Source: an optimization exercise on an open RTL-to-GDS flow (aim: small area and a short achievable clock period). Production flows keep margins and buffers that such runs may drop.
The RTL was checked by simulation tests, not by an equivalence proof against the original design.
Power and IR drop assume default switching activity.

Setup of job 4359:
==> flow/design.v (excerpt) <==
module mem_issue_queue (
    input  logic clk,
    input  logic reset,
    input  logic [1:0] i_ren_valid,
    input  logic [195:0] i_ren_entry,
    input  logic [3:0] i_ren_src_ready,
    input  logic [3:0] i_wb_valid,
    input  logic [3:0] i_wb_uses_rd,
    input  logic [23:0] i_wb_rd,
    input  logic i_recall,
    input  logic [5:0] i_new_front,
    input  logic [5:0] i_old_front,
    output logic o_stall,
    output logic [1:0] o_iss_valid,
    output logic [195:0] o_iss_entry
);
For scale: ~1,800 flip-flops, roughly 450 I/O pins.
Settings: LEC_CHECK=0, CAP_MARGIN=20, CORE_MARGIN=2, CORE_UTILIZATION=40, SETUP_SLACK_MARGIN=3.8, SLEW_MARGIN=20, SYNTH_HIERARCHICAL=1; clock period 7.5 ns.
standard.sh (not shown) runs the stock make flow with config.mk's settings and CLKGATE_MAP_FILE= SYNTH_SCRIPT=/design/flow/synth_recipe.tcl, a recipe that flattens the netlist after the stock synthesis.
==> flow/flow/run.sh <==
#!/bin/bash
# The standard layout, with plain buffers (buf_2) on the ports instead of the
# delay cells buffer_ports picks on its own. make's output goes to make.log.
set -euo pipefail
bash standard.sh 'BUFFER_PORTS_ARGS=-buffer_cell sky130_fd_sc_hd__buf_2' finish > make.log 2>&1
Changes in job 5500 relative to job 4359:
-- flow/design.v --
<<< job 4359, line 188
    logic h0;
    logic h1;
    logic [N-1:0] bo;
    always_comb begin
        for (int k = 0; k < N / 2; k++) begin
>>> job 5500, line 188
    logic h0;
    logic h1;
    assign h0 = valid[back] && rdy1[back] && rdy2[back] && !fl[back];
    assign h1 = h0 && valid[back1] && rdy1[back1] && rdy2[back1] && !fl[back1];
    logic [N-1:0] bo;
    logic [N-1:0] go;
    logic [N-1:0] iss_clr;
    always_comb begin
        for (int k = 0; k < N / 2; k++) begin
<<< job 4359, line 194
            bo[2*k+1] = rsel_o[k] & back[0];
        end
    end
    logic [5:0] tag_b0;
    logic [5:0] tag_b1;
    logic inr_b0;
    logic inr_b1;
    always_comb begin
        tag_b0 = '0;
        tag_b1 = '0;
        for (int i = 0; i < N; i++) begin
            tag_b0 = tag_b0 | ({6{bo[i]}} & mem[i][5:0]);
            tag_b1 = tag_b1 | ({6{bo[(i + N - 1) % N]}} & mem[i][5:0]);
        end
        if (wrap) begin
            inr_b0 = ge6(tag_b0, i_new_front) || !ge6(tag_b0, i_old_front);
            inr_b1 = ge6(tag_b1, i_new_front) || !ge6(tag_b1, i_old_front);
        end else begin
            inr_b0 = ge6(tag_b0, i_new_front) && !ge6(tag_b0, i_old_front);
            inr_b1 = ge6(tag_b1, i_new_front) && !ge6(tag_b1, i_old_front);
        end
    end
    assign h0 = valid[back] && rdy1[back] && rdy2[back] && !(i_recall && inr_b0);
    assign h1 = h0 && valid[back1] && rdy1[back1] && rdy2[back1] && !(i_recall && inr_b1);
    logic [N-1:0] go;
    logic [N-1:0] iss_clr;
    always_comb begin
        go = valid & rdy1 & rdy2 & ~fl;
        for (int i = 0; i < N; i++) begin
>>> job 5500, line 198
            bo[2*k+1] = rsel_o[k] & back[0];
        end
        go = valid & rdy1 & rdy2 & ~fl;
        for (int i = 0; i < N; i++) begin
--- outcome ---
Changes observed in job 5500 relative to job 4359: global-route usage neither gained nor lost much, area share of fa/ha/maj cells after synthesis down 0.28 points.
Of the two values seen for highest-delay cell along the critical path, sky130_fd_sc_hd__o21ai_4 was produced by job 4359 and sky130_fd_sc_hd__or3_4 by job 5500.
Taking job 4359 as the reference, in job 5500 final area now smaller, register share of total power lower, count of inverters other than clock inverters in the layout dropped about 14%.
For the area of the multi-input gates, job 5500 came in about 1.1% lower than job 4359 did.
Job 5500 reports its capture point of the critical path as c14$_SDFF_PP0_ while job 4359 reports o_stall.
Taking job 5500 as 1.0, job 4359 lands at 0.854 on total power.
Summary of job 5500 over job 4359: instance count on the critical path now larger, final-stage net count went up, worst path setup slack after routing lower.
Number of clock buffers in the layout was lower in job 5500 than in job 4359.

--- another note on this design; it stands on its own ---

before:
// mem_issue_queue
module mem_issue_queue (
    input  logic clk,
    input  logic reset,
    input  logic [1:0] i_ren_valid,
    input  logic [195:0] i_ren_entry,
    input  logic [3:0] i_ren_src_ready,
    input  logic [3:0] i_wb_valid,
    input  logic [3:0] i_wb_uses_rd,
    input  logic [23:0] i_wb_rd,
    input  logic i_recall,
    input  logic [5:0] i_new_front,
    input  logic [5:0] i_old_front,
    output logic o_stall,
    output logic [1:0] o_iss_valid,
    output logic [195:0] o_iss_entry
);
export LEC_CHECK = 0
export CAP_MARGIN = 20
export CORE_MARGIN = 2
export CORE_UTILIZATION = 40
export SETUP_SLACK_MARGIN = 4.2
export SLEW_MARGIN = 20
export SYNTH_HIERARCHICAL = 1
create_clock -name core_clock -period 7.5 [get_ports {clk}]
standard.sh (not shown) runs the stock make flow with config.mk's settings and CLKGATE_MAP_FILE= SYNTH_SCRIPT=/design/flow/synth_recipe.tcl, a recipe that flattens the netlist after the stock synthesis.
==> flow/flow/run.sh <==
#!/bin/bash
# The standard layout, with plain buffers (buf_2) on the ports instead of the
# delay cells buffer_ports picks on its own. make's output goes to make.log.
set -euo pipefail
bash standard.sh 'BUFFER_PORTS_ARGS=-buffer_cell sky130_fd_sc_hd__buf_2' finish > make.log 2>&1
before: flow completed, timing, DRC and antenna clean
The following lists how after was set up differently from before:
- SETUP_SLACK_MARGIN: 4.2 -> 3.8
Results
Taking before as the reference point, the worst hold slack of after falls by 0.020 ns. As far as total number of nets in the final design is concerned, after and before perform about the same. NOTE via count before->after decreased slightly. Clock-cell share of area essentially unchanged between before and after.

* * *

Another version of the RTL of mem_issue_queue (not shown whole).
Size: roughly 1800 flip-flops, ~450 I/O pins.
clock: 7.5 ns
lec_check: 0
cap_margin: 20
core_margin: 2
core_utilization: 40
setup_slack_margin: 4.0
slew_margin: 20
synth_hierarchical: 1
==> flow/flow/run.sh <==
#!/bin/bash
# The standard layout, with plain buffers (buf_1) on the ports instead of the
# delay cells buffer_ports picks on its own. make's output goes to make.log.
set -euo pipefail
bash standard.sh 'BUFFER_PORTS_ARGS=-buffer_cell sky130_fd_sc_hd__buf_1' finish > make.log 2>&1
Edit:
==> flow/flow/run.sh (replaced) <==
#!/bin/bash
# The standard layout, with plain buffers (buf_2) on the ports instead of the
# delay cells buffer_ports picks on its own. make's output goes to make.log.
set -euo pipefail
bash standard.sh 'BUFFER_PORTS_ARGS=-buffer_cell sky130_fd_sc_hd__buf_2' finish > make.log 2>&1
What happened:
- maximum frequency grows slightly
- design area hardly moves
- final cell count shrinks slightly
Edit:
CORE_UTILIZATION = 65   (was 40)
Outcome:
- design area went down slightly
- synthesized cell count stays the same
- die area went down by well over a third
- non-clock buffer count went up by 27
- global-route usage went up by 15 points
Edit:
CORE_UTILIZATION = 55   (was 65)
The new run completed without violations.
Power barely changes.
Non-clock buffer count goes down by 48.
Global-route usage fell by 5.9 points.
Edit:
SETUP_SLACK_MARGIN = 4.2   (was 4.0)
After rerunning: Setup slack degrades by 0.059 ns; cell count came out higher by 0.61%; cell area rises by 1.3%.

-- what the ideal ports hide --
How much do the figures lean on ideal ports? The routed layouts below were timed once more, with nothing changed but the port constraints. Step 1 assumes that a clkbuf_16 drives the clock port and a buf_2 every other input. Step 2 adds t to the input delays and takes it off the output delays; t is the mean of the earliest and latest rising clock arrival at the registers after step 1. Input paths then give back, and output paths get back, about the clock's delay inside the block. a / b / c = ideal / step 1 / step 2; a / b = the first two.
run | t (ns) | setup WS [ns] | hold WS [ns] | latest minus earliest clock arrival (ns) | worst data-port slew with drivers (ns)
job 4359 | 0.944 | 3.677 / 3.591 / 2.838 | 0.594 / 0.594 / 0.594 | 0.078 / 0.079 | 0.18
job 5500 | 0.922 | 3.378 / 3.431 / 2.509 | 0.560 / 0.560 / 0.560 | 0.093 / 0.093 | 0.19
before | 0.927 | 3.275 / 3.323 / 2.396 | 0.561 / 0.561 / 0.561 | 0.053 / 0.053 | 0.17
after | 0.907 | 3.440 / 3.464 / 2.556 | 0.541 / 0.541 / 0.541 | 0.076 / 0.077 | 0.25
the first run of note 3 | 0.932 | 3.673 / 3.516 / 2.949 | 0.573 / 0.573 / 0.573 | 0.084 / 0.084 | 0.17
the second run of note 3 | 0.935 | 3.701 / 3.618 / 2.881 | 0.587 / 0.587 / 0.587 | 0.089 / 0.089 | 0.16
the third run of note 3 | 0.889 | 3.743 / 3.629 / 2.980 | 0.561 / 0.561 / 0.561 | 0.059 / 0.058 | 0.17
the fourth run of note 3 | 0.923 | 3.816 / 3.740 / 2.908 | 0.577 / 0.577 / 0.577 | 0.054 / 0.054 | 0.15
the fifth run of note 3 | 0.923 | 3.757 / 3.748 / 2.959 | 0.579 / 0.579 / 0.579 | 0.066 / 0.066 | 0.18
After both steps every run listed still meets setup and hold. For the fourth run of note 3, which loses most, drivers alone change the setup slack by -0.076 ns; drivers and shift together by -0.908 ns.
